What follows belongs to an exercise in optimizing a design on an open flow for small area and a short achievable clock period; a production flow would make more cautious choices.
In this exercise RTL edits were held to simulation tests only and were not proved equivalent to the original.
The flow treats the clock pin as an ideal source, which a real chip does not have.
Power and IR drop assume default switching activity.

## flow/design.v (module list and top-level ports; edited modules follow where they fit)
// module wordInc: 6 lines
// module wordDec: 6 lines
// module sg_inv: 3 lines
// module sg_nand2: 3 lines
// module sg_nand3: 3 lines
// module sg_nand4: 3 lines
// module sg_nor2: 3 lines
// module sg_nor3: 3 lines
// module sg_and2: 3 lines
// module sg_a22oi: 3 lines
// module sg_a222oi: 3 lines
// module sg_a211o: 3 lines
// module sg_mux2: 3 lines
// module sg_a22o: 3 lines
// module sg_a221o: 3 lines
// module sprReadMux: 1085 lines
// module sprUnitTop: 114 lines
module sprUnitTop (
  input  logic                       CB,
  input  logic                       rstN,
  input  logic                       exeMtspr,
  input  logic                       exeMfspr,
  input  logic [10-1:0]     exeSprf,
  input  logic                       exeBranchAndLink,
  input  logic                       exeBcDecr,
  input  logic [32-1:0]      exeData,
  input  logic                       excSwap01,
  input  logic                       excSwap23,
  input  logic                       excSwapEnable,
  input  logic                       excWbRfci,
  input  logic                       sprHold,
  input  logic [30-1:0] refetchAddr,
  input  logic [32-1:0]      crIn,
  output logic [32-1:0]      readData,
  output logic [32-1:0]      link,
  output logic [32-1:0]      ctr,
  output logic                       ctrEq1,
  output logic                       ctrEq2,
  output logic [16-1:0]     evpr,
  output logic [30-1:0] returnAddr,
  output logic                       exeMtLr,
  output logic                       exeMtCtr
);
  // ...
==> flow/flow/run.sh <==
#!/bin/bash
# Layout flow: the standard flow (standard.sh, unchanged synthesis) with
#  - every combinational cell started at its smallest drive before floorplan
#    (flow/downsize.tcl); the repair steps size up only where timing needs it
#  - buf_1 port buffers instead of the default delay-cell buffers
# Each step's full log is in orfs/logs/; make's own output goes to flow_make.log.
set -euo pipefail
here=$(pwd)
export PRE_FLOORPLAN_TCL="$here/flow/downsize.tcl"
export BUFFER_PORTS_ARGS="-buffer_cell sky130_fd_sc_hd__buf_1"
bash standard.sh > "$here/flow_make.log" 2>&1
==> flow/flow/downsize.tcl <==
# Start the layout from the smallest drive of every combinational cell that
# synthesis upsized; the repair steps size up again only where timing needs it.
set n 0
foreach inst [get_cells *] {
  set m [get_property $inst ref_name]
  if {![regexp {^(sky130_fd_sc_hd__([a-z0-9]+))_([0-9]+)$} $m -> base fam size]} { continue }
  if {[regexp {^(df|edf|sdf|dl|sdl|ebuf|conb|tap|fill|decap|clk)} $fam]} { continue }
  set best ""
  foreach s {0 1 2} {
    set lc [get_lib_cells -quiet ${base}_$s]
    if {[llength $lc] > 0 && ![get_property [lindex $lc 0] dont_use]} { set best ${base}_$s; break }
  }
  if {$best ne "" && $best ne $m} {
    replace_cell $inst [lindex [get_lib_cells $best] 0]
    incr n
  }
}
puts "downsize.tcl: resized $n cells to their smallest drive"
==> flow/standard.sh <==
#!/bin/bash
# synth_recipe.tcl (not shown) runs the flow's synth.tcl, then flattens the netlist and writes it again
# the make line also repeats each setting of config.mk as NAME=value (left out here)
make -C /OpenROAD-flow-scripts/flow DESIGN_CONFIG=/design/flow/config.mk WORK_HOME=/design/flow/orfs CLKGATE_MAP_FILE= SYNTH_SCRIPT=/design/flow/synth_recipe.tcl "${@:-finish}"
==> flow/config.mk <==
export PLATFORM = sky130hd
export DESIGN_NAME = sprUnitTop
export DESIGN_NICKNAME = sprUnitTop
export VERILOG_FILES = /design/flow/design.v
export SDC_FILE = /design/flow/constraint.sdc
export NUM_CORES = 4
export LEC_CHECK = 0
export CAP_MARGIN = 20
export CORE_MARGIN = 2
export CORE_UTILIZATION = 60
export CTS_BUF_LIST = sky130_fd_sc_hd__clkbuf_16
export CTS_CLUSTER_DIAMETER = 80
export CTS_CLUSTER_SIZE = 20
export SETUP_SLACK_MARGIN = 2.0
export SLEW_MARGIN = 20
export SYNTH_HIERARCHICAL = 1
==> flow/constraint.sdc <==
create_clock -name core_clock -period 5.5 [get_ports {CB}]
set_input_delay 1.1000 -clock core_clock [delete_from_list [all_inputs] [get_ports {CB}]]
set_output_delay 1.1000 -clock core_clock [all_outputs]
set_load 0.01 [all_outputs]
==> summary.txt, run 1 <==
Min path
The launch instance of the worst min-delay path is ctr[15]. The min-delay analysis places its worst path in the category reg -> reg.

Finish
The most common cell after layout, fill and taps aside is sky130_fd_sc_hd__edfxtp_1. Measured on the finished design, the core utilization comes to 0.766. The number of sequential storage elements is 396.

Of the cells placed in the final design, the portion with a size suffix greater than 1 is 0.240. The biggest area consumer among cell classes is sequential cells. The flip-flop count of the largest register after layout is 256. The largest registers in the layout are sprg x256, ctr x32, link x32. The final-layout clock buffer total is 23.

Logic synthesis
Synthesis produced 1349 cells.

Timing
The worst-margin pin slew is 1140 ps. The relative max-transition margin is 0.231. Derived from the worst setup path, the maximum achievable clock frequency is 258 MHz. Counting I/O delays and the setup requirement, the final critical path takes 3870 ps.

Floorplanning
The starting density of the core is 0.608. The die span in x is 177 um. For this design the top-level I/O count stands at 261.

During tapcell insertion the tool placed 390 well taps.

Routing
The met2 wirelength from detailed routing is 30300 um. In the final routed layout, each cell accounts on average for 30.4 um.

Critical path
The kind of start point of the critical path is an input port. The category of cells accounting for the largest share of critical-path delay is simple AND/OR/NAND/NOR gates. The buffers plus inverters on the worst setup path is 5.

The biggest cell delay along the critical path is 390 ps. The worst setup path is of the in -> out kind. STA classifies the critical path endpoint as an output port.

Clock network
The register clock-pin slew on the reported worst setup and hold paths is 90 ps. Buffers inserted to repair hold after CTS numbered 0. The maximum level of the CTS H-tree is 1.

Power and ir drop
The total power draw is 6260 uW. The power dissipated in combinational cells is 745 uW. The reported clock group power is 1720 uW. The net switching fraction of the power is 0.248.

The share of total power dissipated in the clock network is 0.275.

Run status
The flow ran to the end and the layout has no timing, DRC or antenna violations.

Place
Summing all placed instances gives a cell area of 20000 um^2. Prior to clock tree synthesis, the placed netlist has a worst setup slack of 1070 ps.

GRT
Global routing finished with a remaining overflow of 0. Entering global routing, the biggest net connects 46 pins. The global routing usage on met1 is 0.509. The number of global-route vias before repair is 13600.
==> run 2, diff against run 1 <==
--- a/flow/flow/run.sh
+++ b/flow/flow/run.sh
@@ -3,9 +3,16 @@
 #  - every combinational cell started at its smallest drive before floorplan
 #    (flow/downsize.tcl); the repair steps size up only where timing needs it
 #  - buf_1 port buffers instead of the default delay-cell buffers
+#  - area recovery by gate sizing after CTS and after global routing
+#    (flow/post_cts.tcl, flow/post_grt.tcl, flow/recover_area.tcl): a cell is
+#    made smaller only where the worst setup slack stays as it was; after
+#    global routing the cells of the worst path are also sized for speed,
+#    and repair_design restores the slew and capacitance headroom
 # Each step's full log is in orfs/logs/; make's own output goes to flow_make.log.
 set -euo pipefail
 here=$(pwd)
 export PRE_FLOORPLAN_TCL="$here/flow/downsize.tcl"
+export POST_CTS_TCL="$here/flow/post_cts.tcl"
+export POST_GLOBAL_ROUTE_TCL="$here/flow/post_grt.tcl"
 export BUFFER_PORTS_ARGS="-buffer_cell sky130_fd_sc_hd__buf_1"
 bash standard.sh > "$here/flow_make.log" 2>&1
==> flow/flow/post_cts.tcl (new file) <==
# After CTS and its timing repair: recover area by gate sizing
# (flow/recover_area.tcl) with placement parasitics.
source [file join [file dirname [info script]] recover_area.tcl]
set ::ra_reestimate 1
estimate_parasitics -placement
recover_area 0.1
detailed_placement
==> flow/flow/post_grt.tcl (new file) <==
# After global routing and its timing repair:
#  1. recover area by gate sizing (flow/recover_area.tcl), placement
#     parasitics re-estimated after each change
#  2. repair_design puts back the slew and capacitance headroom
#  3. size the cells of the worst path for speed, global-route parasitics
#     re-estimated after each change
# then legalize, update the global routes of the changed nets and the guides.
source [file join [file dirname [info script]] recover_area.tcl]
set ::ra_reestimate 1
estimate_parasitics -placement
global_route -start_incremental
recover_area 0.1
estimate_parasitics -global_routing
repair_design -cap_margin 20 -slew_margin 20
detailed_placement
global_route -end_incremental
set ::ra_reestimate 2
estimate_parasitics -global_routing
global_route -start_incremental
improve_wns 30
detailed_placement
global_route -end_incremental
estimate_parasitics -global_routing
puts "post_grt: worst setup slack [worst_slack -max], hold [worst_slack -min], slew violations [sta::max_slew_violation_count], cap violations [sta::max_capacitance_violation_count]"
write_guides $::env(RESULTS_DIR)/route.guide
==> flow/flow/recover_area.tcl (new file) <==
# Area recovery by gate sizing: try each combinational cell and buffer at a
# smaller drive, biggest first, and keep the smaller one only when the worst
# setup slack of the design stays where it was, the cell's own pins keep a
# guard band above it, and no slew or capacitance limit is broken.
proc ra_area {} {
  set a 0
  foreach i [[ord::get_db_block] getInsts] {
    set m [$i getMaster]
    if {[$m getType] eq "CORE"} { set a [expr {$a + [$m getWidth] * [$m getHeight] / 1e6}] }
  }
  return $a
}
proc ra_smaller {master} {
  # smaller drives of the same family, smallest first
  if {![regexp {^(sky130_fd_sc_hd__[a-z0-9]+)_([0-9]+)$} $master -> base size]} { return {} }
  set out {}
  foreach s {0 1 2 3 4 6 8 12 16} {
    if {$s >= $size} { break }
    set lc [get_lib_cells -quiet ${base}_$s]
    if {[llength $lc] == 0} { continue }
    if {[get_property [lindex $lc 0] dont_use]} { continue }
    lappend out [lindex $lc 0]
  }
  return $out
}
proc ra_pin_slack_ok {inst guard} {
  foreach p [get_pins -of_objects [get_cells [$inst getName]]] {
    set s [get_property $p slack_max]
    if {[string is double -strict $s] && $s < $guard} { return 0 }
  }
  return 1
}
set ::ra_reestimate 0
# parasitics after each trial change: 0 none, 1 placement estimate,
# 2 global-route estimate (needs global routes for every net)
proc ra_reest {} {
  if {$::ra_reestimate == 1} { estimate_parasitics -placement }
  if {$::ra_reestimate == 2} { estimate_parasitics -global_routing }
}
proc recover_area {guard_band} {
  set ws0 [worst_slack -max]
  set slew0 [sta::max_slew_violation_count]
  set cap0 [sta::max_capacitance_violation_count]
  set a0 [ra_area]
  set cands {}
  foreach inst [[ord::get_db_block] getInsts] {
    set m [$inst getMaster]
    if {[$m getType] ne "CORE"} { continue }
    set n [$m getName]
    if {[regexp {__(df|edf|sdf|dl|sdl|conb|tap|fill|decap|clkbuf|clkinv|clkdly)} $n]} { continue }
    if {[$inst isDoNotTouch]} { continue }
    lappend cands [list [expr {[$m getWidth] * [$m getHeight]}] $inst]
  }
  set n 0
  foreach c [lsort -integer -decreasing -index 0 $cands] {
    set inst [lindex $c 1]
    set orig [[$inst getMaster] getName]
    foreach lc [ra_smaller $orig] {
      replace_cell [get_cells [$inst getName]] $lc
      ra_reest
      if {[worst_slack -max] >= $ws0 - 1e-4
          && [ra_pin_slack_ok $inst [expr {$ws0 + $guard_band}]]
          && [sta::max_slew_violation_count] <= $slew0
          && [sta::max_capacitance_violation_count] <= $cap0} {
        incr n
        break
      }
      replace_cell [get_cells [$inst getName]] [lindex [get_lib_cells $orig] 0]
    }
  }
  ra_reest
  puts "recover_area: resized $n cells, area [format %.1f $a0] -> [format %.1f [ra_area]], worst slack [format %.3f $ws0] -> [format %.3f [worst_slack -max]]"
}

# Speed up the worst path by gate sizing: for each cell on the worst setup
# path try every drive of its family and keep the one that gives the best
# worst slack; repeat while the worst slack improves.
proc ra_family {master} {
  if {![regexp {^(sky130_fd_sc_hd__[a-z0-9]+)_([0-9]+)$} $master -> base size]} { return {} }
  set out {}
  foreach s {0 1 2 3 4 6 8 12 16} {
    set lc [get_lib_cells -quiet ${base}_$s]
    if {[llength $lc] == 0} { continue }
    if {[get_property [lindex $lc 0] dont_use]} { continue }
    lappend out [lindex $lc 0]
  }
  return $out
}
proc improve_wns {passes} {
  set slew0 [sta::max_slew_violation_count]
  set cap0 [sta::max_capacitance_violation_count]
  set ws_start [worst_slack -max]
  set a0 [ra_area]
  for {set k 0} {$k < $passes} {incr k} {
    set ws_pass [worst_slack -max]
    set pe [lindex [find_timing_paths -path_delay max -group_path_count 1] 0]
    set insts {}
    foreach pt [get_property $pe points] {
      set pin [get_property $pt pin]
      if {[get_property $pin is_port]} { continue }
      set name [get_full_name [get_cells -of_objects $pin]]
      if {[lsearch -exact $insts $name] < 0} { lappend insts $name }
    }
    foreach name $insts {
      set cell [get_cells $name]
      set orig [get_property [get_property $cell liberty_cell] name]
      if {[regexp {__(df|edf|sdf|dl|sdl|conb|clkbuf|clkinv|clkdly)} $orig]} { continue }
      set best $orig
      set bestws [worst_slack -max]
      foreach lc [ra_family $orig] {
        set lcn [get_property $lc name]
        if {$lcn eq $orig} { continue }
        replace_cell $cell $lc
        ra_reest
        set ws [worst_slack -max]
        if {$ws > $bestws + 1e-4
            && [sta::max_slew_violation_count] <= $slew0
            && [sta::max_capacitance_violation_count] <= $cap0} {
          set best $lcn
          set bestws $ws
        }
      }
      replace_cell $cell [lindex [get_lib_cells $best] 0]
      ra_reest
    }
    if {[worst_slack -max] <= $ws_pass + 1e-4} { break }
  }
  ra_reest
  puts "improve_wns: worst slack [format %.3f $ws_start] -> [format %.3f [worst_slack -max]], area [format %.1f $a0] -> [format %.1f [ra_area]]"
}
==> summary.txt, run 2 <==
Critical path
The kind of critical path is in -> out (unchanged). The kind of start point of the critical path is an input port (unchanged). The start point of the critical path is exeSprf[7] (was exeSprf[8]). The data required time of the critical path came to 4400 ps (about the same).

The critical path endpoint category is an output port (unchanged). The arrival time at the worst endpoint is 2700 ps (was 2770 ps). The maximum fanout encountered on the critical timing path is 16 (was 8). The worst flop-to-flop path startpoint is ctr[0] (was ctr[9]). The setup slack on the worst flop-to-flop path is 2030 ps (was 2170 ps).

Routing
The via-per-instance ratio is 7.24 (was 7.17). The topmost layer with routed signal wires is met4 (unchanged). The routed wire length on met3 came to 7000 um (was 6860 um). The total routed wirelength is 63800 um (was 63600 um).

The remaining number of nets flagged by the antenna check after routing is 0 (unchanged). The met2 wirelength from detailed routing is 30700 um (was 30300 um). The via count is 15200 (was 15000). The average routed wire per standard cell is 30.4 um (about the same).

The number of design rule violations left after detail routing is 0 (unchanged). The number of detailed-route iterations in the first pass is 5 (was 6). The number of violations reported at the end of detailed-routing iteration 0 is 2467 (was 2100). The routed length on met1 is 21800 um (was 22100 um).

Logic synthesis
The number of warnings issued by yosys came to 7 (unchanged). The instance count of the mapped netlist is 1349 (unchanged). The synthesized net count is 1466 (unchanged).

Floorplanning
The y dimension of the die is 177 um (unchanged). The die footprint is 31500 um^2 (unchanged). The area of the placeable core is 29600 um^2 (unchanged). The cell row count is 63 (unchanged).

The starting density of the core is 0.608 (unchanged). The top-level I/O count is 261 (unchanged). The die span in x was 177 um (unchanged).

Power and ir drop
The worst supply voltage drop on vdd is 0.364 mV (was 0.361 mV). The static leakage is 0.00734 uW (was 0.00780 uW). The power density relative to cell area came to 282 nW/um^2 (was 276 nW/um^2).

Timing
The relative max-transition margin came to 0.258 (was 0.231). The minimum period implied by the final worst setup slack is 3800 ps (was 3870 ps). The achievable clock frequency is 263 MHz (was 258 MHz). The final setup skew is 13.8 ps (was 13.1 ps). The count of final max-slew check failures is 0 (unchanged). The final setup slack of the worst path came to 1700 ps (was 1630 ps).

The worst-margin pin slew is 1110 ps (was 1140 ps). The final setup violation count is 0 (unchanged). The total negative slack for setup checks came to 0 ps (unchanged).

The count of final hold-check violations is 0 (unchanged). The post-route fraction of the period consumed by the critical path is 0.691 (was 0.704). The worst hold slack after final layout was 848 ps (was 837 ps).

GRT
The global-route wire length before repair is 88600 um (was 88700 um). The largest net degree at the start of global routing is 46 (unchanged). The number of global-route vias before repair was 13600 (about the same). The global route total overflow is 0 (unchanged).

The number of antenna violations at the first check in global routing came to 0 (was 1). The global-route usage over all layers was 0.388 (was 0.389).

Finish
The flip-flop count of the largest register after layout is 256 (unchanged). The net count reported at finish is 1823 (was 1815). Most frequent cells in the layout: 396 x sky130_fd_sc_hd__edfxtp_1, 257 x sky130_fd_sc_hd__buf_1, 194 x sky130_fd_sc_hd__a22oi_1, 90 x sky130_fd_sc_hd__a22o_1, 76 x sky130_fd_sc_hd__nand2_1 (was 396 x sky130_fd_sc_hd__edfxtp_1, 187 x sky130_fd_sc_hd__buf_1, 173 x sky130_fd_sc_hd__a22oi_1, 90 x sky130_fd_sc_hd__a22o_1, 75 x sky130_fd_sc_hd__buf_6). The register with the most flip-flops is sprg (unchanged). Registers with the most flip-flops: sprg x256, ctr x32, link x32 (unchanged). The sequential cell area is 11900 um^2 (unchanged). The number of filler cells placed in the layout is 2094 (was 1876). The share of cells above drive strength 1 is 0.153 (was 0.240). The final instance area is 21700 um^2 (was 22700 um^2). The area taken by multi-input logic gates is 6340 um^2 (was 6800 um^2). The most common cell after layout, fill and taps aside is sky130_fd_sc_hd__edfxtp_1 (unchanged). The diode insertion count for antenna repair is 0 (unchanged).

Place
The worst slack at placement is 1070 ps (unchanged). The routability-driven placement congestion ratio is 0.953 (unchanged). The placed standard-cell area was 20000 um^2 (unchanged).

The number of buffer cells added on primary ports is 260 (unchanged). The HPWL after detailed placement is 39800 um (unchanged).

Clock network
The CTS tree is yes (unchanged). The clock latency on the worst-skew pair came to 540 ps (was 560 ps). The register clock-pin slew on the reported worst setup and hold paths is 90 ps (about the same). The number of clock sinks seen by CTS is 396 (unchanged).

Run status
Result of the run: complete, no violations (unchanged).

Flow run
The number of maximum-capacitance constraint violations is 0 (unchanged).

Min path
The kind of path behind the tightest hold check was reg -> reg (unchanged). The launch instance of the worst min-delay path is ctr[15] (unchanged).
## run 2: changes by cell type in the layout (fill, tap and decap cells not counted), moves of 27 or more
cell,change
sky130_fd_sc_hd__buf_1,+70
sky130_fd_sc_hd__buf_4,-31
sky130_fd_sc_hd__buf_6,-46
sky130_fd_sc_hd__mux2_1,+30
sky130_fd_sc_hd__mux2_4,-27
## run 2: where the power goes
group / switching [uW] / total (uW) / internal [uW] / leakage [uW]
clock: 912 / 1680 / 769 / 0.000302
sequential: 173 / 3790 / 3620 / 0.00384
combinational: 429 / 642 / 213 / 0.00319
## run 2: area by class of cell
class,count,area share
multi-input combinational,871,0.292
tap,390,0.0225
timing repair buffer,392,0.101
clock buffer,23,0.0265
timing repair inverter,4,0.00121
inverter,18,0.00686
clock inverter,2,0.000980
sequential,396,0.548
## run 2: critical path, stage by stage
cell	delay (ps)
sky130_fd_sc_hd__buf_12	100
sky130_fd_sc_hd__clkinvlp_4	180
sky130_fd_sc_hd__nand3_1	170
sky130_fd_sc_hd__nor3_2	50
sky130_fd_sc_hd__buf_4	210
sky130_fd_sc_hd__a22oi_1	230
sky130_fd_sc_hd__nand3_1	210
sky130_fd_sc_hd__nor2_1	220
sky130_fd_sc_hd__nand2_2	90
sky130_fd_sc_hd__buf_6	120
## run 2: metal layers
layer / track usage / vias up
met3: 0.0574 / 249
met1: 0.503 / 7419
li1: - / 6206
met5: 0 / -
met2: 0.644 / 1309
met4: 0.196 / 0
## run 2: path summary, 6_finish.rpt
path | endpoint | cells past startpoint
setup / recovery | readData[5] | 10
hold / removal | ctr[15] | 2
setup reg to reg | ctr[30] | 7
hold reg to reg | ctr[15] | 2
## run 2: per-stage QoR
step                 util  std cells  power [uW]
detailed placement  0.675       1988        4410
global placement    0.673       1986        4390
finish              0.732       2096        6120
floorplan               -       1349        4080
==> run 3, diff against run 2 <==
--- a/flow/config.mk
+++ b/flow/config.mk
@@ -9,8 +9,8 @@
 export CORE_MARGIN = 2
 export CORE_UTILIZATION = 60
 export CTS_BUF_LIST = sky130_fd_sc_hd__clkbuf_16
-export CTS_CLUSTER_DIAMETER = 80
-export CTS_CLUSTER_SIZE = 20
+export CTS_CLUSTER_DIAMETER = 100
+export CTS_CLUSTER_SIZE = 30
 export SETUP_SLACK_MARGIN = 2.0
 export SLEW_MARGIN = 20
 export SYNTH_HIERARCHICAL = 1
==> summary.txt, run 3 <==
Finish
The net count reported at finish came to 1826 (was 1823). Registers with the most flip-flops: sprg x256, ctr x32, link x32 (unchanged). The flip-flop count of the largest register after layout is 256 (unchanged). The most common cell after layout, fill and taps aside is sky130_fd_sc_hd__edfxtp_1 (unchanged).

The register with the most flip-flops is sprg (unchanged). Most frequent cells in the layout: 396 x sky130_fd_sc_hd__edfxtp_1, 244 x sky130_fd_sc_hd__buf_1, 148 x sky130_fd_sc_hd__a22oi_1, 90 x sky130_fd_sc_hd__a22o_1, 88 x sky130_fd_sc_hd__nand2_1 (was 396 x sky130_fd_sc_hd__edfxtp_1, 257 x sky130_fd_sc_hd__buf_1, 194 x sky130_fd_sc_hd__a22oi_1, 90 x sky130_fd_sc_hd__a22o_1, 76 x sky130_fd_sc_hd__nand2_1). The diode insertion count for antenna repair is 0 (unchanged). The share of cells above drive strength 1 is 0.218 (was 0.153).

Floorplanning
The cell row count is 63 (unchanged). The starting density of the core came to 0.608 (unchanged). The die span in x is 177 um (unchanged). The area of the placeable core is 29600 um^2 (unchanged). The die footprint was 31500 um^2 (unchanged). The top-level I/O count is 261 (unchanged). The y dimension of the die is 177 um (unchanged).

Place
The routability-driven placement congestion ratio is 0.953 (unchanged). The HPWL after detailed placement is 39800 um (unchanged). The number of buffer cells added on primary ports is 260 (unchanged).

Routing
The average routed wire per standard cell is 31.1 um (was 30.4 um). The number of violations reported at the end of detailed-routing iteration 0 is 2383 (was 2467). The via count is 15200 (about the same). The via-per-instance ratio was 7.24 (about the same). The number of design rule violations left after detail routing is 0 (unchanged). The number of detailed-route iterations in the first pass came to 7 (was 5).

The remaining number of nets flagged by the antenna check after routing is 0 (unchanged). The total routed wirelength was 65300 um (was 63800 um).

Critical path
The buffers plus inverters on the worst setup path is 7 (was 4). The critical path endpoint category is an output port (unchanged). The kind of start point of the critical path is an input port (unchanged). The arrival time at the worst endpoint is 2720 ps (was 2700 ps).

The maximum fanout encountered on the critical timing path is 8 (was 16). The data required time of the critical path came to 4400 ps (about the same). The cell type of the slowest stage on the worst timing path is sky130_fd_sc_hd__a22oi_1 (unchanged).

The worst-case reg-to-reg path depth is 7 (unchanged). Critical path cell sequence: buf_12 -> clkinv_8 -> buf_4 -> nand4_2 -> buf_6 -> nor3_4 -> buf_6 -> buf_12 -> a22oi_1 -> nand4_1 -> nor2_2 -> nand2_1 -> buf_2 (was buf_12 -> clkinvlp_4 -> nand3_1 -> nor3_2 -> buf_4 -> a22oi_1 -> nand3_1 -> nor2_1 -> nand2_2 -> buf_6). The kind of critical path is in -> out (unchanged). The category of cells accounting for the largest share of critical-path delay was buffers and inverters (was simple AND/OR/NAND/NOR gates). The total number of cells along the worst setup path is 13 (was 10).

The biggest cell delay along the critical path is 260 ps (was 230 ps).

Timing
The worst-margin pin slew is 1140 ps (was 1110 ps). The final setup violation count is 0 (unchanged). The count of final hold-check violations is 0 (unchanged).

The final setup skew is 11.2 ps (was 13.8 ps). The relative max-transition margin came to 0.239 (was 0.258). The total negative slack for setup checks came to 0 ps (unchanged). The achievable clock frequency is 262 MHz (was 263 MHz). The post-route fraction of the period consumed by the critical path is 0.694 (was 0.691).

The count of final max-slew check failures is 0 (unchanged). The worst hold slack after final layout is 852 ps (was 848 ps). The minimum period implied by the final worst setup slack is 3820 ps (was 3800 ps).

Clock network
The clock latency on the worst-skew pair is 520 ps (was 540 ps). The CTS tree is yes (unchanged). The register clock-pin slew on the reported worst setup and hold paths is 120 ps (was 90 ps). The number of clock sinks seen by CTS is 396 (unchanged).

Min path
The worst hold path depth is 2 (unchanged). The kind of path behind the tightest hold check was reg -> reg (unchanged).

Logic synthesis
The instance count of the mapped netlist is 1349 (unchanged). The synthesized net count came to 1466 (unchanged). The number of warnings issued by yosys is 7 (unchanged).

GRT
The met2 track demand over resource is 0.650 (was 0.644). The global-route usage over all layers is 0.394 (was 0.388). The global route total overflow came to 0 (unchanged).

The number of global-route vias before repair was 13700 (was 13600). The global routing usage on met1 is 0.521 (was 0.503). The global-route wire length before repair is 89900 um (was 88600 um). The global-route layer with the greatest usage is met2 (unchanged). The largest net degree at the start of global routing is 46 (unchanged).

The number of antenna violations at the first check in global routing is 0 (unchanged). The met3 usage is 0.0555 (was 0.0574).

Power and ir drop
The power density relative to cell area came to 267 nW/um^2 (was 282 nW/um^2). The static leakage is 0.00762 uW (was 0.00734 uW). The worst supply voltage drop on vdd is 0.300 mV (was 0.364 mV).

Flow run
The number of maximum-capacitance constraint violations was 0 (unchanged).

Run status
Result of the run: complete, no violations (unchanged).
run 3: final cells by class:
| class | instances | area [um^2] |
|---|---|---|
| Sequential cell | 396 | 11900 |
| Fill cell | 2024 | 7550 |
| Multi-Input combinational cell | 871 | 6690 |
| Timing Repair Buffer | 402 | 2430 |
| Tap cell | 390 | 488 |
| Clock buffer | 17 | 425 |
| Inverter | 18 | 134 |
| Timing Repair inverter | 3 | 22.5 |
| Clock inverter | 3 | 16.3 |
run 3: worst paths after layout:
check	start	to	slack, ps
max	exeSprf[2]	readData[30]	1680
min	ctr[15]	ctr[15]	850
max reg2reg	ctr[0]	ctr[30]	2120
min reg2reg	ctr[15]	ctr[15]	850
run 3: worst min-delay path, delay by kind of cell (launching register included):
family          cells  cell delay [ps]
flops               1              470
xor+xnor            1              150
compound gates      1              130
run 3: routing by layer:
| metal | up-vias | share of wire |
|---|---|---|
| met4 | 0 | 0.063 |
| met5 | - | 0 |
| met3 | 246 | 0.11 |
| met2 | 1309 | 0.48 |
| li1 | 6215 | - |
| met1 | 7442 | 0.35 |
run 3: per-stage QoR:
step                      total power, uW   util  cells  setup slack [ps]  area (um^2)
after floorplan                      4080      -   1349              1590        18200
after global placement               4390  0.673   1986              1080        20000
after detailed placement             4410  0.675   1988              1070        20000
final                                5900  0.745   2100              1680        22100
run 3: where the power goes:
part	total, uW	internal (uW)	switching [uW]
Sequential	3800	3620	178
Combinational	666	227	439
Clock	1440	567	870
==> run 4, diff against run 3 <==
==> flow/flow/downsize.tcl (replaced) <==
# Start the layout from the smallest drive of every combinational cell that
# synthesis upsized (an inverter or buffer becomes the smallest inverter or
# buffer); the repair steps size up only where timing needs it.
set n 0
# the smallest area of the family; of equal areas, the strongest drive
proc ds_smallest {fam} {
  set best ""
  set besta 1e9
  foreach s {0 1 2 3 4 6 8 12 16} {
    set lc [get_lib_cells -quiet sky130_fd_sc_hd__${fam}_$s]
    if {[llength $lc] == 0 || [get_property [lindex $lc 0] dont_use]} { continue }
    set a [get_property [lindex $lc 0] area]
    if {$a <= $besta + 1e-6} { set best sky130_fd_sc_hd__${fam}_$s; set besta $a }
    if {$a > $besta + 1e-6} { break }
  }
  return $best
}
foreach inst [get_cells *] {
  set m [get_property $inst ref_name]
  if {![regexp {^sky130_fd_sc_hd__([a-z0-9]+)_([0-9]+)$} $m -> fam size]} { continue }
  if {[regexp {^(df|edf|sdf|dl|sdl|ebuf|conb|tap|fill|decap|clkdly)} $fam]} { continue }
  if {[regexp {^(inv|clkinv|clkinvlp)$} $fam]} { set fam inv }
  if {[regexp {^(buf|clkbuf)$} $fam]} { set fam buf }
  set best [ds_smallest $fam]
  if {$best ne "" && $best ne $m} {
    replace_cell $inst [lindex [get_lib_cells $best] 0]
    incr n
  }
}
puts "downsize.tcl: resized $n cells to their smallest drive"
--- a/flow/flow/recover_area.tcl
+++ b/flow/flow/recover_area.tcl
@@ -10,18 +10,46 @@
   }
   return $a
 }
+# cells that can replace master: every drive of its family, and for an
+# inverter or a buffer every inverter or buffer; sorted by area
+proc ra_equiv {master} {
+  if {![regexp {^(sky130_fd_sc_hd__([a-z0-9]+))_([0-9]+)$} $master -> base fam size]} { return {} }
+  if {[regexp {^(inv|clkinv|clkinvlp)$} $fam]} {
+    set bases {sky130_fd_sc_hd__inv sky130_fd_sc_hd__clkinv sky130_fd_sc_hd__clkinvlp}
+  } elseif {[regexp {^(buf|clkbuf)$} $fam]} {
+    set bases {sky130_fd_sc_hd__buf sky130_fd_sc_hd__clkbuf}
+  } else {
+    set bases [list $base]
+  }
+  set out {}
+  foreach b $bases {
+    foreach s {0 1 2 3 4 6 8 12 16} {
+      set lc [get_lib_cells -quiet ${b}_$s]
+      if {[llength $lc] == 0} { continue }
+      set lc [lindex $lc 0]
+      if {[get_property $lc dont_use]} { continue }
+      lappend out [list [get_property $lc area] $lc]
+    }
+  }
+  set res {}
+  foreach x [lsort -real -index 0 $out] { lappend res [lindex $x 1] }
+  return $res
+}
+proc ra_area_of {master} {
+  return [get_property [lindex [get_lib_cells $master] 0] area]
+}
+# smaller replacements, smallest first
 proc ra_smaller {master} {
-  # smaller drives of the same family, smallest first
-  if {![regexp {^(sky130_fd_sc_hd__[a-z0-9]+)_([0-9]+)$} $master -> base size]} { return {} }
+  set a [ra_area_of $master]
   set out {}
-  foreach s {0 1 2 3 4 6 8 12 16} {
-    if {$s >= $size} { break }
-    set lc [get_lib_cells -quiet ${base}_$s]
-    if {[llength $lc] == 0} { continue }
-    if {[get_property [lindex $lc 0] dont_use]} { continue }
-    lappend out [lindex $lc 0]
+  foreach lc [ra_equiv $master] {
+    if {[get_property $lc area] < $a - 1e-6} { lappend out $lc }
   }
   return $out
+}
+# instances of the clock network are left alone
+proc ra_is_clock {inst} {
+  return [regexp {^(clkbuf_|clkload|clone_clk|cts)} [$inst getName]]
 }
 proc ra_pin_slack_ok {inst guard} {
   foreach p [get_pins -of_objects [get_cells [$inst getName]]] {
@@ -47,7 +75,8 @@
     set m [$inst getMaster]
     if {[$m getType] ne "CORE"} { continue }
     set n [$m getName]
-    if {[regexp {__(df|edf|sdf|dl|sdl|conb|tap|fill|decap|clkbuf|clkinv|clkdly)} $n]} { continue }
+    if {[regexp {__(df|edf|sdf|dl|sdl|conb|tap|fill|decap|clkdly)} $n]} { continue }
+    if {[ra_is_clock $inst]} { continue }
     if {[$inst isDoNotTouch]} { continue }
     lappend cands [list [expr {[$m getWidth] * [$m getHeight]}] $inst]
   }
@@ -76,15 +105,7 @@
 # path try every drive of its family and keep the one that gives the best
 # worst slack; repeat while the worst slack improves.
 proc ra_family {master} {
-  if {![regexp {^(sky130_fd_sc_hd__[a-z0-9]+)_([0-9]+)$} $master -> base size]} { return {} }
-  set out {}
-  foreach s {0 1 2 3 4 6 8 12 16} {
-    set lc [get_lib_cells -quiet ${base}_$s]
-    if {[llength $lc] == 0} { continue }
-    if {[get_property [lindex $lc 0] dont_use]} { continue }
-    lappend out [lindex $lc 0]
-  }
-  return $out
+  return [ra_equiv $master]
 }
 proc improve_wns {passes} {
   set slew0 [sta::max_slew_violation_count]
@@ -104,7 +125,8 @@
     foreach name $insts {
       set cell [get_cells $name]
       set orig [get_property [get_property $cell liberty_cell] name]
-      if {[regexp {__(df|edf|sdf|dl|sdl|conb|clkbuf|clkinv|clkdly)} $orig]} { continue }
+      if {[regexp {__(df|edf|sdf|dl|sdl|conb|clkdly)} $orig]} { continue }
+      if {[ra_is_clock [[ord::get_db_block] findInst $name]]} { continue }
       set best $orig
       set bestws [worst_slack -max]
       foreach lc [ra_family $orig] {
--- a/flow/config.mk
+++ b/flow/config.mk
@@ -9,8 +9,8 @@
 export CORE_MARGIN = 2
 export CORE_UTILIZATION = 60
 export CTS_BUF_LIST = sky130_fd_sc_hd__clkbuf_16
-export CTS_CLUSTER_DIAMETER = 100
-export CTS_CLUSTER_SIZE = 30
+export CTS_CLUSTER_DIAMETER = 80
+export CTS_CLUSTER_SIZE = 20
 export SETUP_SLACK_MARGIN = 2.0
 export SLEW_MARGIN = 20
 export SYNTH_HIERARCHICAL = 1
==> summary.txt, run 4 <==
Run status
Result of the run: complete, no violations (unchanged).

Timing
The count of final max-slew check failures was 0 (unchanged). The achievable clock frequency is 263 MHz (was 262 MHz). The minimum period implied by the final worst setup slack is 3800 ps (was 3820 ps).

The worst-margin pin slew is 1100 ps (was 1140 ps). The final setup skew is 18.7 ps (was 11.2 ps). The count of final hold-check violations is 0 (unchanged). The total negative slack for setup checks is 0 ps (unchanged). The post-route fraction of the period consumed by the critical path is 0.690 (was 0.694).

The final setup violation count is 0 (unchanged). The relative max-transition margin is 0.264 (was 0.239).

Clock network
The clock latency on the worst-skew pair was 550 ps (was 520 ps). The number of clock sinks seen by CTS is 396 (unchanged). The register clock-pin slew on the reported worst setup and hold paths came to 90 ps (was 120 ps). The CTS tree is yes (unchanged).

Critical path
The arrival time at the worst endpoint is 2700 ps (was 2720 ps). The kind of critical path was in -> out (unchanged). The maximum fanout encountered on the critical timing path is 16 (was 8). The data required time of the critical path is 4400 ps (about the same). The critical path endpoint category is an output port (unchanged). The kind of start point of the critical path is an input port (unchanged).

GRT
The met2 track demand over resource is 0.628 (was 0.650). The global-route layer with the greatest usage is met2 (unchanged). The global-route usage over all layers is 0.392 (was 0.394). The global route total overflow is 0 (unchanged). The number of global-route vias before repair is 13600 (was 13700). The number of antenna violations at the first check in global routing is 0 (unchanged).

The met3 usage was 0.0778 (was 0.0555). The global-route wire length before repair is 88800 um (was 89900 um). The global routing usage on met1 is 0.518 (was 0.521). The largest net degree at the start of global routing is 46 (unchanged).

Flow run
The number of maximum-capacitance constraint violations was 0 (unchanged).

Finish
Most frequent cells in the layout: 396 x sky130_fd_sc_hd__edfxtp_1, 256 x sky130_fd_sc_hd__buf_1, 165 x sky130_fd_sc_hd__a22oi_1, 98 x sky130_fd_sc_hd__nand2_1, 90 x sky130_fd_sc_hd__a22o_1 (was 396 x sky130_fd_sc_hd__edfxtp_1, 244 x sky130_fd_sc_hd__buf_1, 148 x sky130_fd_sc_hd__a22oi_1, 90 x sky130_fd_sc_hd__a22o_1, 88 x sky130_fd_sc_hd__nand2_1). The net count reported at finish is 1818 (was 1826). Registers with the most flip-flops: sprg x256, ctr x32, link x32 (unchanged). The final standard cell count with taps included and fillers excluded was 2093 (was 2100). The sequential cell area was 11900 um^2 (unchanged). The most common cell after layout, fill and taps aside is sky130_fd_sc_hd__edfxtp_1 (unchanged).

The area taken by multi-input logic gates is 6530 um^2 (was 6690 um^2). The share of cells above drive strength 1 was 0.195 (was 0.218). The flip-flop count of the largest register after layout came to 256 (unchanged). The number of filler cells placed in the layout is 2023 (was 2024). The register with the most flip-flops was sprg (unchanged).

Routing
The total routed wirelength is 64700 um (was 65300 um). The average routed wire per standard cell was 30.9 um (was 31.1 um). The via-per-instance ratio is 7.21 (was 7.24). The remaining number of nets flagged by the antenna check after routing is 0 (unchanged).

The number of detailed-route iterations in the first pass came to 6 (was 7). The via count came to 15100 (was 15200). The number of violations reported at the end of detailed-routing iteration 0 is 2081 (was 2383). The number of design rule violations left after detail routing was 0 (unchanged).

Logic synthesis
The synthesized net count is 1466 (unchanged). The instance count of the mapped netlist came to 1349 (unchanged). The number of warnings issued by yosys was 7 (unchanged).

Floorplanning
The starting density of the core was 0.608 (unchanged). The die span in x is 177 um (unchanged). The die footprint was 31500 um^2 (unchanged).

The y dimension of the die was 177 um (unchanged). The top-level I/O count is 261 (unchanged). The cell row count is 63 (unchanged). The area of the placeable core is 29600 um^2 (unchanged).

Power and ir drop
The static leakage is 0.00747 uW (was 0.00762 uW). The worst supply voltage drop on vdd came to 0.222 mV (was 0.300 mV). The power density relative to cell area was 280 nW/um^2 (was 267 nW/um^2).

Place
The HPWL after detailed placement was 39000 um (was 39800 um). The routability-driven placement congestion ratio came to 0.893 (was 0.953). The number of buffer cells added on primary ports is 260 (unchanged). The number of cells in the design after placement is 1989 (was 1988).

Min path
The kind of path behind the tightest hold check is reg -> reg (unchanged).
-- run 4: cell types whose count changed in the layout (fill, tap and decap cells not counted), moves of 8 or more --
cell	delta
sky130_fd_sc_hd__nand2_2	-12
sky130_fd_sc_hd__buf_1	+12
sky130_fd_sc_hd__and2_0	-35
sky130_fd_sc_hd__a22oi_1	+17
sky130_fd_sc_hd__clkbuf_2	-14
sky130_fd_sc_hd__inv_2	+8
sky130_fd_sc_hd__nand2_1	+10
sky130_fd_sc_hd__and2_1	+35
sky130_fd_sc_hd__nor3_2	+10
sky130_fd_sc_hd__buf_6	-13
sky130_fd_sc_hd__inv_1	-9
sky130_fd_sc_hd__a22oi_2	-16
-- run 4: final timing paths --
kind	startpoint	end	slack [ps]	depth (start not counted)
setup / recovery	exeSprf[7]	readData[7]	1700	10
setup reg to reg	ctr[9]	ctr[30]	2140	5
hold / removal	ctr[15]	ctr[15]	800	2
hold reg to reg	ctr[15]	ctr[15]	800	2
-- run 4: worst max-delay path: stages --
cell and delay [ps]:
sky130_fd_sc_hd__buf_6 170, sky130_fd_sc_hd__inv_4 110, sky130_fd_sc_hd__nand3_2 190, sky130_fd_sc_hd__nor3_1 80, sky130_fd_sc_hd__buf_6 170, sky130_fd_sc_hd__a22oi_1 310
sky130_fd_sc_hd__nand4_1 160, sky130_fd_sc_hd__nor2_2 180, sky130_fd_sc_hd__nand2_1 70, sky130_fd_sc_hd__buf_2 140
-- run 4: routing by layer --
metal  vias up  part of all wire
li1       6207                 -
met1      7379              0.35
met2      1295              0.47
met3       212              0.12
met4         0             0.053
met5         -                 0
-- run 4: cell type report --
type	count	share of cell area
diodes	2	0.000228
well taps	390	0.0222
repair inverters	2	0.000798
clock buffers	23	0.0262
flip-flops and latches	396	0.542
inverters	18	0.00650
repair buffers	389	0.104
clock inverters	2	0.00177
multi-input cells	871	0.297
-- run 4: per-stage QoR --
step | hold slack, ps | cell area [um^2] | setup WS [ps] | utilization | power [uW]
after floorplan | 794 | 18200 | 1420 | - | 4090
after global placement | 768 | 20000 | 1140 | 0.674 | 4390
after detailed placement | 776 | 20000 | 1060 | 0.674 | 4410
final | 802 | 22000 | 1700 | 0.741 | 6140
-- run 4: power breakdown --
| part | internal (uW) | leakage (uW) | switching (uW) | total [uW] |
|---|---|---|---|---|
| Clock | 796 | 0.000302 | 913 | 1710 |
| Combinational | 220 | 0.00332 | 439 | 659 |
| Sequential | 3620 | 0.00384 | 156 | 3770 |
| Total | 4630 | 0.00747 | 1510 | 6140 |
==> run 5, diff against run 4 <==
--- a/flow/flow/run.sh
+++ b/flow/flow/run.sh
@@ -8,11 +8,13 @@
 #    made smaller only where the worst setup slack stays as it was; after
 #    global routing the cells of the worst path are also sized for speed,
 #    and repair_design restores the slew and capacitance headroom
-# Each step's full log is in orfs/logs/; make's own output goes to flow_make.log.
+# Each step's full log is in orfs/logs/; make's own output goes to
+# flow_make_cts.log (up to CTS) and flow_make.log (the rest).
 set -euo pipefail
 here=$(pwd)
 export PRE_FLOORPLAN_TCL="$here/flow/downsize.tcl"
 export POST_CTS_TCL="$here/flow/post_cts.tcl"
 export POST_GLOBAL_ROUTE_TCL="$here/flow/post_grt.tcl"
 export BUFFER_PORTS_ARGS="-buffer_cell sky130_fd_sc_hd__buf_1"
-bash standard.sh > "$here/flow_make.log" 2>&1
+SETUP_SLACK_MARGIN=2.0 bash standard.sh cts > "$here/flow_make_cts.log" 2>&1
+SETUP_SLACK_MARGIN=1.75 bash standard.sh > "$here/flow_make.log" 2>&1
--- a/flow/config.mk
+++ b/flow/config.mk
@@ -11,6 +11,5 @@
 export CTS_BUF_LIST = sky130_fd_sc_hd__clkbuf_16
 export CTS_CLUSTER_DIAMETER = 80
 export CTS_CLUSTER_SIZE = 20
-export SETUP_SLACK_MARGIN = 2.0
 export SLEW_MARGIN = 20
 export SYNTH_HIERARCHICAL = 1
==> summary.txt, run 5 <==
Critical path
The endpoint of the worst-slack reg-to-reg timing path is ctr[30] (unchanged). The kind of critical path is in -> out (unchanged). The worst-case reg-to-reg path depth is 5 (unchanged). The worst flop-to-flop path startpoint is ctr[9] (unchanged).

The maximum fanout encountered on the critical timing path was 16 (unchanged). The kind of start point of the critical path is an input port (unchanged). The arrival time at the worst endpoint came to 2670 ps (was 2700 ps). The setup slack on the worst flop-to-flop path is 2170 ps (was 2140 ps). The critical path endpoint category is an output port (unchanged). Critical path cell sequence: buf_4 -> inv_6 -> nand3_2 -> nor3_2 -> clkbuf_8 -> a22oi_1 -> nand4_1 -> nor2_2 -> nand2_1 -> buf_2 (was buf_6 -> inv_4 -> nand3_2 -> nor3_1 -> buf_6 -> a22oi_1 -> nand4_1 -> nor2_2 -> nand2_1 -> buf_2).

The data required time of the critical path was 4400 ps (about the same). The cell type of the slowest stage on the worst timing path is sky130_fd_sc_hd__a22oi_1 (unchanged). The biggest cell delay along the critical path is 320 ps (was 310 ps).

GRT
The number of antenna violations at the first check in global routing was 0 (unchanged). The global-route usage over all layers is 0.392 (unchanged). The met3 usage is 0.0778 (unchanged). The global-route layer with the greatest usage was met2 (unchanged).

The largest net degree at the start of global routing is 46 (unchanged). The met2 track demand over resource came to 0.628 (unchanged). The global route total overflow was 0 (unchanged). The number of global-route vias before repair is 13600 (unchanged).

The global-route wire length before repair came to 88800 um (unchanged). The global routing usage on met1 is 0.518 (unchanged).

Finish
The diode insertion count for antenna repair is 0 (was 2). The net count reported at finish is 1792 (was 1818). Most frequent cells in the layout: 396 x sky130_fd_sc_hd__edfxtp_1, 240 x sky130_fd_sc_hd__buf_1, 158 x sky130_fd_sc_hd__a22oi_1, 101 x sky130_fd_sc_hd__nand2_1, 90 x sky130_fd_sc_hd__a22o_1 (was 396 x sky130_fd_sc_hd__edfxtp_1, 256 x sky130_fd_sc_hd__buf_1, 165 x sky130_fd_sc_hd__a22oi_1, 98 x sky130_fd_sc_hd__nand2_1, 90 x sky130_fd_sc_hd__a22o_1). The final instance area is 21700 um^2 (was 22000 um^2). The flip-flop count of the largest register after layout is 256 (unchanged).

The register with the most flip-flops is sprg (unchanged). The most common cell after layout, fill and taps aside is sky130_fd_sc_hd__edfxtp_1 (unchanged). The share of cells above drive strength 1 is 0.198 (was 0.195). Registers with the most flip-flops: sprg x256, ctr x32, link x32 (unchanged).

Timing
The final setup violation count was 0 (unchanged). The post-route fraction of the period consumed by the critical path is 0.685 (was 0.690). The final setup skew is 17.0 ps (was 18.7 ps).

The count of final max-slew check failures is 0 (unchanged). The relative max-transition margin came to 0.271 (was 0.264). The count of final hold-check violations is 0 (unchanged). The worst-margin pin slew is 1090 ps (was 1100 ps).

The achievable clock frequency is 265 MHz (was 263 MHz). The total negative slack for setup checks was 0 ps (unchanged). The minimum period implied by the final worst setup slack is 3770 ps (was 3800 ps).

Place
The placed standard-cell area is 20000 um^2 (unchanged). The routability-driven placement congestion ratio is 0.893 (unchanged). The HPWL after detailed placement is 39000 um (unchanged).

The number of buffer cells added on primary ports was 260 (unchanged).

Power and ir drop
The worst supply voltage drop on vdd is 0.222 mV (about the same). The power density relative to cell area came to 282 nW/um^2 (was 280 nW/um^2). The static leakage is 0.00733 uW (was 0.00747 uW).

Routing
The number of detailed-route iterations in the first pass came to 6 (unchanged). The total routed wirelength came to 62900 um (was 64700 um). The number of design rule violations left after detail routing was 0 (unchanged). The via-per-instance ratio is 7.14 (was 7.21). The number of violations reported at the end of detailed-routing iteration 0 is 2152 (was 2081).

The via count is 14700 (was 15100). The remaining number of nets flagged by the antenna check after routing is 0 (unchanged). The average routed wire per standard cell came to 30.5 um (was 30.9 um).

Run status
Result of the run: complete, no violations (unchanged).

Floorplanning
The cell row count is 63 (unchanged). The die footprint is 31500 um^2 (unchanged). The y dimension of the die is 177 um (unchanged).

The area of the placeable core is 29600 um^2 (unchanged). The top-level I/O count is 261 (unchanged). The die span in x came to 177 um (unchanged). The starting density of the core is 0.608 (unchanged).

Clock network
The clock latency on the worst-skew pair was 550 ps (about the same). The register clock-pin slew on the reported worst setup and hold paths is 80 ps (was 90 ps). The number of clock sinks seen by CTS came to 396 (unchanged).

The CTS tree is yes (unchanged).

Logic synthesis
The synthesized net count was 1466 (unchanged). The number of warnings issued by yosys is 7 (unchanged). The instance count of the mapped netlist was 1349 (unchanged).

Min path
The worst hold path depth came to 2 (unchanged). The kind of path behind the tightest hold check is reg -> reg (unchanged). The sink of the worst hold path is ctr[21] (was ctr[15]).

The launch instance of the worst min-delay path is ctr[21] (was ctr[15]).

Flow run
The number of maximum-capacitance constraint violations is 0 (unchanged).
==> run 5: layer usage <==
| layer | share of wire | vias to the layer above |
|---|---|---|
| met5 | 0 | - |
| met4 | 0.054 | 0 |
| met3 | 0.12 | 201 |
| met2 | 0.47 | 1215 |
| met1 | 0.35 | 7185 |
| li1 | - | 6137 |
==> run 5: power breakdown <==
part           internal, uW  total, uW  switching [uW]
sequential             3620       3780             162
combinational           206        627             420
clock                   795       1710             917
total                  4620       6120            1500
==> run 5: worst max path at each step <==
stage          startpoint  cells past startpoint  slack, ps      endpoint
2_1_floorplan        rstN                      3       1420       srr0[0]
3_3_place_gp   exeSprf[7]                     10       1140  readData[18]
3_5_place_dp   exeSprf[7]                     10       1060  readData[18]
6_report       exeSprf[6]                     10       1730   readData[7]
==> run 5: through the flow <==
step / setup slack (ps) / power, uW / utilization / hold slack, ps / std cells
final: 1730 / 6120 / 0.732 / 815 / 2065
after detailed placement: 1060 / 4410 / 0.674 / 776 / 1989
after global placement: 1140 / 4390 / 0.674 / 768 / 1989
after floorplan: 1420 / 4090 / - / 794 / 1349
==> run 5: area by class of cell <==
type,instances,area (um^2)
multi-input cells,870,6520
well taps,390,488
clock inverters,2,38.8
fillers,2048,7930
repair buffers,364,2060
repair inverters,2,7.51
flip-flops and latches,396,11900
clock buffers,23,576
inverters,18,125
==> run 5: worst max-delay path: cells and delay by family <==
kind,cells,cell delay [ps]
and+or+nand+nor,5,620
buffers and inverters,4,600
AOI/OAI and AO/OA,1,320
==> run 6, diff against run 5 <==
--- a/flow/flow/run.sh
+++ b/flow/flow/run.sh
@@ -17,4 +17,4 @@
 export POST_GLOBAL_ROUTE_TCL="$here/flow/post_grt.tcl"
 export BUFFER_PORTS_ARGS="-buffer_cell sky130_fd_sc_hd__buf_1"
 SETUP_SLACK_MARGIN=2.0 bash standard.sh cts > "$here/flow_make_cts.log" 2>&1
-SETUP_SLACK_MARGIN=1.75 bash standard.sh > "$here/flow_make.log" 2>&1
+SETUP_SLACK_MARGIN=1.6 bash standard.sh > "$here/flow_make.log" 2>&1
==> summary.txt, run 6 <==
Power and ir drop
The logic gate share of total power is 0.101 (was 0.102). The internal power of the cells is 4610 uW (was 4620 uW). The clock share of power is 0.280 (about the same). The net switching fraction of the power is 0.243 (was 0.245). The switching power of the nets came to 1480 uW (was 1500 uW).

The static leakage was 0.00721 uW (was 0.00733 uW). The worst supply voltage drop on vdd came to 0.223 mV (was 0.222 mV). The total power draw is 6100 uW (was 6120 uW). The sequential cell fraction of total power was 0.619 (was 0.618). The power density relative to cell area was 285 nW/um^2 (was 282 nW/um^2).

Critical path
The kind of critical path was in -> out (unchanged). The maximum fanout encountered on the critical timing path was 8 (was 16). The arrival time at the worst endpoint is 2680 ps (was 2670 ps). The worst flop-to-flop path startpoint is ctr[9] (unchanged). The kind of start point of the critical path is an input port (unchanged). The data required time of the critical path is 4400 ps (about the same). The buffers plus inverters on the worst setup path was 6 (was 4). The cell type of the slowest stage on the worst timing path is sky130_fd_sc_hd__nor3_4 (was sky130_fd_sc_hd__a22oi_1).

The category of cells accounting for the largest share of critical-path delay is buffers and inverters (was simple AND/OR/NAND/NOR gates). Critical path cell sequence: buf_12 -> inv_8 -> nand4_1 -> buf_4 -> nor3_4 -> buf_6 -> buf_12 -> a22oi_1 -> nand3_1 -> nor2_1 -> nand2_1 -> buf_2 (was buf_4 -> inv_6 -> nand3_2 -> nor3_2 -> clkbuf_8 -> a22oi_1 -> nand4_1 -> nor2_2 -> nand2_1 -> buf_2). The start point of the critical path is exeSprf[0] (was exeSprf[6]). The setup slack on the worst flop-to-flop path is 2180 ps (was 2170 ps). The critical path endpoint category is an output port (unchanged). The biggest cell delay along the critical path is 210 ps (was 320 ps). The cell that appears most often on the critical path is sky130_fd_sc_hd__buf_12.

Place
The number of buffer cells added on primary ports is 260 (unchanged). The worst slack at placement came to 1060 ps (unchanged). The HPWL after detailed placement is 39000 um (unchanged). The placed standard-cell area came to 20000 um^2 (unchanged). The number of cells in the design after placement is 1989 (unchanged). The routability-driven placement congestion ratio is 0.893 (unchanged).

Floorplanning
The die span in x is 177 um (unchanged). The starting density of the core is 0.608 (unchanged). The y dimension of the die came to 177 um (unchanged). The top-level I/O count is 261 (unchanged).

The cell row count is 63 (unchanged). The die footprint is 31500 um^2 (unchanged). The area of the placeable core is 29600 um^2 (unchanged).

GRT
The global-route wire length before repair is 88800 um (unchanged). The global-route usage over all layers was 0.392 (unchanged). The largest net degree at the start of global routing was 46 (unchanged).

The number of global-route vias before repair is 13600 (unchanged). The number of antenna violations at the first check in global routing is 0 (unchanged). The global route total overflow is 0 (unchanged).

Timing
The final setup slack of the worst path is 1720 ps (was 1730 ps). The worst-margin pin slew is 1090 ps (about the same). The relative max-transition margin is 0.271 (about the same). The achievable clock frequency was 264 MHz (was 265 MHz).

The minimum period implied by the final worst setup slack is 3780 ps (was 3770 ps). The count of final max-slew check failures is 0 (unchanged). The final setup violation count came to 0 (unchanged). The total negative slack for setup checks is 0 ps (unchanged). The post-route fraction of the period consumed by the critical path came to 0.687 (was 0.685). The final setup skew is 18.6 ps (was 17.0 ps). The count of final hold-check violations is 0 (unchanged).

Finish
Registers with the most flip-flops: sprg x256, ctr x32, link x32 (unchanged). The final instance area is 21400 um^2 (was 21700 um^2). The number of filler cells placed in the layout came to 2103 (was 2048). The flip-flop count of the largest register after layout is 256 (unchanged). The final standard cell count with taps included and fillers excluded is 2061 (was 2065).

The share of cells above drive strength 1 is 0.171 (was 0.198). Most frequent cells in the layout: 396 x sky130_fd_sc_hd__edfxtp_1, 241 x sky130_fd_sc_hd__buf_1, 177 x sky130_fd_sc_hd__a22oi_1, 101 x sky130_fd_sc_hd__nand2_1, 90 x sky130_fd_sc_hd__a22o_1 (was 396 x sky130_fd_sc_hd__edfxtp_1, 240 x sky130_fd_sc_hd__buf_1, 158 x sky130_fd_sc_hd__a22oi_1, 101 x sky130_fd_sc_hd__nand2_1, 90 x sky130_fd_sc_hd__a22o_1). The register with the most flip-flops is sprg (unchanged).

The net count reported at finish is 1788 (was 1792). The diode insertion count for antenna repair is 0 (unchanged). The most common cell after layout, fill and taps aside is sky130_fd_sc_hd__edfxtp_1 (unchanged).

Clock network
The number of clock sinks seen by CTS is 396 (unchanged). The register clock-pin slew on the reported worst setup and hold paths is 90 ps (was 80 ps). The clock latency on the worst-skew pair is 550 ps (about the same).

The CTS tree is yes (unchanged).

Min path
The kind of path behind the tightest hold check is reg -> reg (unchanged). The launch instance of the worst min-delay path is ctr[15] (was ctr[21]).

Logic synthesis
The synthesized net count was 1466 (unchanged). The instance count of the mapped netlist is 1349 (unchanged). The number of warnings issued by yosys came to 7 (unchanged).

Run status
Result of the run: complete, no violations (unchanged).

Routing
The number of violations reported at the end of detailed-routing iteration 0 is 2100 (was 2152). The via count is 14700 (about the same). The total routed wirelength is 62100 um (was 62900 um).

The number of detailed-route iterations in the first pass is 6 (unchanged). The remaining number of nets flagged by the antenna check after routing is 0 (unchanged). The number of design rule violations left after detail routing is 0 (unchanged). The average routed wire per standard cell is 30.1 um (was 30.5 um). The via-per-instance ratio is 7.14 (about the same).

Flow run
The number of maximum-capacitance constraint violations is 0 (unchanged).
## run 6: final cells by class
type | instances | area, um^2 | area share
Clock buffer | 23 | 576 | 0.0269
Clock inverter | 2 | 38.8 | 0.00181
Inverter | 18 | 118 | 0.00550
Multi-Input combinational cell | 870 | 6310 | 0.295
Sequential cell | 396 | 11900 | 0.556
Tap cell | 390 | 488 | 0.0228
Timing Repair Buffer | 360 | 1950 | 0.0911
Timing Repair inverter | 2 | 7.51 | 0.000351
## run 6: final timing paths
kind                        to  cells after the start
hold / removal         ctr[15]                      2
setup reg to reg       ctr[30]                      5
setup / recovery  readData[30]                     12
hold reg to reg        ctr[15]                      2
## run 6: through the flow
stage / util / hold slack (ps)
2_1_floorplan: - / 794
3_3_place_gp: 0.674 / 768
3_5_place_dp: 0.674 / 776
6_report: 0.721 / 805
## run 6: worst register-to-register path: stages (launching register included)
cell	delay (ps)
sky130_fd_sc_hd__edfxtp_1	520
sky130_fd_sc_hd__or4_1	630
sky130_fd_sc_hd__or4_1	820
sky130_fd_sc_hd__or4_1	650
sky130_fd_sc_hd__xnor2_1	140
sky130_fd_sc_hd__a221o_1	310
## run 6: power by group through the flow
stage | logic [uW] | registers, uW | clock network, uW
3_5_place_dp | 583 | 3820 | 0
6_report | 616 | 3780 | 1700
3_3_place_gp | 573 | 3820 | 0
2_1_floorplan | 298 | 3790 | 0
## run 6: routing by layer
layer	wire (um)	global-route usage	part of all wire
met5	0	0	0
met4	3300	0.189	0.053
met3	7210	0.0778	0.12
met2	29300	0.628	0.47
met1	22300	0.518	0.36
==> run 7, diff against run 6 <==
--- a/flow/flow/run.sh
+++ b/flow/flow/run.sh
@@ -5,7 +5,8 @@
 #  - buf_1 port buffers instead of the default delay-cell buffers
 #  - area recovery by gate sizing after CTS and after global routing
 #    (flow/post_cts.tcl, flow/post_grt.tcl, flow/recover_area.tcl): a cell is
-#    made smaller only where the worst setup slack stays as it was; after
+#    made smaller only where the worst setup slack stays as it was (and its
+#    own pins keep 0.05 ns above it); after
 #    global routing the cells of the worst path are also sized for speed,
 #    and repair_design restores the slew and capacitance headroom
 # Each step's full log is in orfs/logs/; make's own output goes to
--- a/flow/flow/post_cts.tcl
+++ b/flow/flow/post_cts.tcl
@@ -3,5 +3,5 @@
 source [file join [file dirname [info script]] recover_area.tcl]
 set ::ra_reestimate 1
 estimate_parasitics -placement
-recover_area 0.1
+recover_area 0.05
 detailed_placement
--- a/flow/flow/post_grt.tcl
+++ b/flow/flow/post_grt.tcl
@@ -9,7 +9,7 @@
 set ::ra_reestimate 1
 estimate_parasitics -placement
 global_route -start_incremental
-recover_area 0.1
+recover_area 0.05
 estimate_parasitics -global_routing
 repair_design -cap_margin 20 -slew_margin 20
 detailed_placement
==> summary.txt, run 7 <==
Run status
Result of the run: complete, no violations (unchanged).

Power and ir drop
The total power draw is 6090 uW (was 6100 uW). The static leakage is 0.00714 uW (was 0.00721 uW). The worst supply voltage drop on vdd is 0.221 mV (was 0.223 mV).

The power density relative to cell area is 287 nW/um^2 (was 285 nW/um^2).

Critical path
The maximum fanout encountered on the critical timing path is 14 (was 8). The arrival time at the worst endpoint came to 2670 ps (was 2680 ps). The setup slack on the worst flop-to-flop path was 2150 ps (was 2180 ps). The buffers plus inverters on the worst setup path is 5 (was 6). The endpoint of the worst-slack reg-to-reg timing path is ctr[30] (unchanged). The worst flop-to-flop path startpoint is ctr[11] (was ctr[9]). The capturing element of the worst setup path is readData[9] (was readData[30]). The worst-case reg-to-reg path depth is 5 (unchanged). The kind of start point of the critical path is an input port (unchanged).

The category of cells accounting for the largest share of critical-path delay is buffers and inverters (unchanged). The total number of cells along the worst setup path is 11 (was 12). The cell type of the slowest stage on the worst timing path is sky130_fd_sc_hd__buf_2 (was sky130_fd_sc_hd__nor3_4). The start point of the critical path is exeSprf[0] (unchanged). The kind of critical path is in -> out (unchanged). The data required time of the critical path is 4400 ps (about the same). The critical path endpoint category was an output port (unchanged). Critical path cell sequence: buf_12 -> inv_12 -> buf_1 -> nand4_1 -> nor3_1 -> buf_2 -> a22oi_1 -> nand4_1 -> nor2_1 -> nand2_1 -> buf_1 (was buf_12 -> inv_8 -> nand4_1 -> buf_4 -> nor3_4 -> buf_6 -> buf_12 -> a22oi_1 -> nand3_1 -> nor2_1 -> nand2_1 -> buf_2). The biggest cell delay along the critical path is 430 ps (was 210 ps).

Clock network
The CTS tree is yes (unchanged). The clock latency on the worst-skew pair is 550 ps (about the same). The register clock-pin slew on the reported worst setup and hold paths was 90 ps (about the same). The number of clock sinks seen by CTS is 396 (unchanged).

Routing
The average routed wire per standard cell is 30.2 um (was 30.1 um). The number of design rule violations left after detail routing was 0 (unchanged). The via-per-instance ratio is 7.12 (was 7.14). The total routed wirelength is 62200 um (was 62100 um). The remaining number of nets flagged by the antenna check after routing is 0 (unchanged).

The number of violations reported at the end of detailed-routing iteration 0 is 2018 (was 2100). The via count came to 14700 (about the same). The number of detailed-route iterations in the first pass is 6 (unchanged).

Floorplanning
The area of the placeable core is 29600 um^2 (unchanged). The cell row count is 63 (unchanged). The starting density of the core is 0.608 (unchanged). The y dimension of the die came to 177 um (unchanged). The die span in x is 177 um (unchanged).

The die footprint is 31500 um^2 (unchanged). The top-level I/O count was 261 (unchanged).

Timing
The count of final hold-check violations is 0 (unchanged). The achievable clock frequency is 266 MHz (was 264 MHz). The final setup skew is 17.3 ps (was 18.6 ps). The total negative slack for setup checks is 0 ps (unchanged). The minimum period implied by the final worst setup slack is 3770 ps (was 3780 ps).

The final setup violation count is 0 (unchanged). The relative max-transition margin came to 0.258 (was 0.271). The final setup slack of the worst path is 1730 ps (was 1720 ps). The count of final max-slew check failures was 0 (unchanged). The post-route fraction of the period consumed by the critical path is 0.685 (was 0.687).

The worst-margin pin slew is 1110 ps (was 1090 ps).

GRT
The number of antenna violations at the first check in global routing was 0 (unchanged). The number of global-route vias before repair came to 13600 (about the same). The global-route wire length before repair is 88800 um (about the same). The global route total overflow was 0 (unchanged).

The global-route usage over all layers is 0.392 (about the same). The largest net degree at the start of global routing came to 46 (unchanged).

Finish
The diode insertion count for antenna repair was 0 (unchanged). The net count reported at finish was 1787 (was 1788). The share of cells above drive strength 1 is 0.154 (was 0.171). The final instance area is 21200 um^2 (was 21400 um^2). The most common cell after layout, fill and taps aside is sky130_fd_sc_hd__edfxtp_1 (unchanged).

Most frequent cells in the layout: 396 x sky130_fd_sc_hd__edfxtp_1, 251 x sky130_fd_sc_hd__buf_1, 186 x sky130_fd_sc_hd__a22oi_1, 101 x sky130_fd_sc_hd__nand2_1, 90 x sky130_fd_sc_hd__a22o_1 (was 396 x sky130_fd_sc_hd__edfxtp_1, 241 x sky130_fd_sc_hd__buf_1, 177 x sky130_fd_sc_hd__a22oi_1, 101 x sky130_fd_sc_hd__nand2_1, 90 x sky130_fd_sc_hd__a22o_1). Registers with the most flip-flops: sprg x256, ctr x32, link x32 (unchanged). The flip-flop count of the largest register after layout is 256 (unchanged).

The register with the most flip-flops is sprg (unchanged).

Place
The placed standard-cell area is 20000 um^2 (unchanged). The HPWL after detailed placement is 39000 um (unchanged). The routability-driven placement congestion ratio is 0.893 (unchanged). The worst slack at placement was 1060 ps (unchanged). The number of buffer cells added on primary ports is 260 (unchanged).

Logic synthesis
The synthesized net count is 1466 (unchanged). The number of warnings issued by yosys came to 7 (unchanged). The instance count of the mapped netlist is 1349 (unchanged).

Min path
The kind of path behind the tightest hold check is reg -> reg (unchanged).

Flow run
The number of maximum-capacitance constraint violations is 0 (unchanged).
-- run 7: layout make-up --
type / count / area (um^2)
Sequential cell: 396 / 11900
Fill cell: 2142 / 8430
Multi-Input combinational cell: 870 / 6230
Timing Repair Buffer: 359 / 1850
Clock buffer: 23 / 576
Tap cell: 390 / 488
Inverter: 18 / 120
Clock inverter: 2 / 38.8
Timing Repair inverter: 2 / 7.51
-- run 7: stage by stage --
stage          instances  hold WS [ps]   util
6_report            2060           803  0.715
3_3_place_gp        1989           768  0.674
3_5_place_dp        1989           776  0.674
2_1_floorplan       1349           794      -
-- run 7: worst min-delay path, stage by stage, from the launching register on --
cell and delay, ps:
sky130_fd_sc_hd__edfxtp_1 430, sky130_fd_sc_hd__xnor2_1 140, sky130_fd_sc_hd__a221o_1 130
-- run 7: routing by layer --
metal  part of all wire  GRT usage
met5                  0          0
met1               0.35      0.517
met4              0.055      0.189
met3               0.12     0.0795
met2               0.47      0.628
-- run 7: how the worst min path moves through the flow --
| stage | startpoint | end | slack [ps] | cells past startpoint |
|---|---|---|---|---|
| finish | ctr[15] | ctr[15] | 800 | 2 |
| detailed placement | ctr[15] | ctr[15] | 780 | 2 |
| floorplan | ctr[30] | ctr[30] | 790 | 2 |
| global placement | ctr[15] | ctr[15] | 770 | 2 |
-- run 7: where the power goes --
group | internal, uW | switching (uW)
sequential | 3620 | 156
clock | 795 | 909
combinational | 198 | 414
total | 4610 | 1480

## afterwards: timing with drivers on the ports
The results above use ideal ports. As a check the final layouts listed here were re-extracted and re-timed, cells and wires unchanged. Step 1: set_driving_cell puts a clkbuf_16 on CB and a buf_2 on each other input, an assumption about the parent block. Step 2 moves the port delays by t, midway between the first and last clock arrival at a register: inputs arrive t later, outputs are due t later. That takes back most of the time a late clock gives input paths. Slacks: no drivers / after step 1 / after step 2; pairs: no drivers / after step 1.
run	t, ns	setup slack, ns	worst setup path after step 2	worst data-port slew with drivers (ns)
run 1	0.607	1.627 / 1.578 / 1.551	input to register	0.07
run 2	0.593	1.702 / 1.628 / 1.274	input to register	0.08
run 3	0.558	1.682 / 1.560 / 1.434	input to register	0.14
run 4	0.589	1.703 / 1.646 / 1.200	input to register	0.08
run 5	0.589	1.733 / 1.703 / 1.406	input to register	0.12
run 6	0.588	1.719 / 1.667 / 1.282	input to register	0.12
run 7	0.587	1.734 / 1.682 / 1.195	input to register	0.11
After both steps setup and hold are still met in every run listed. The setup slack of run 7, which loses most, moves by -0.052 ns with the drivers and by -0.539 ns with both steps.
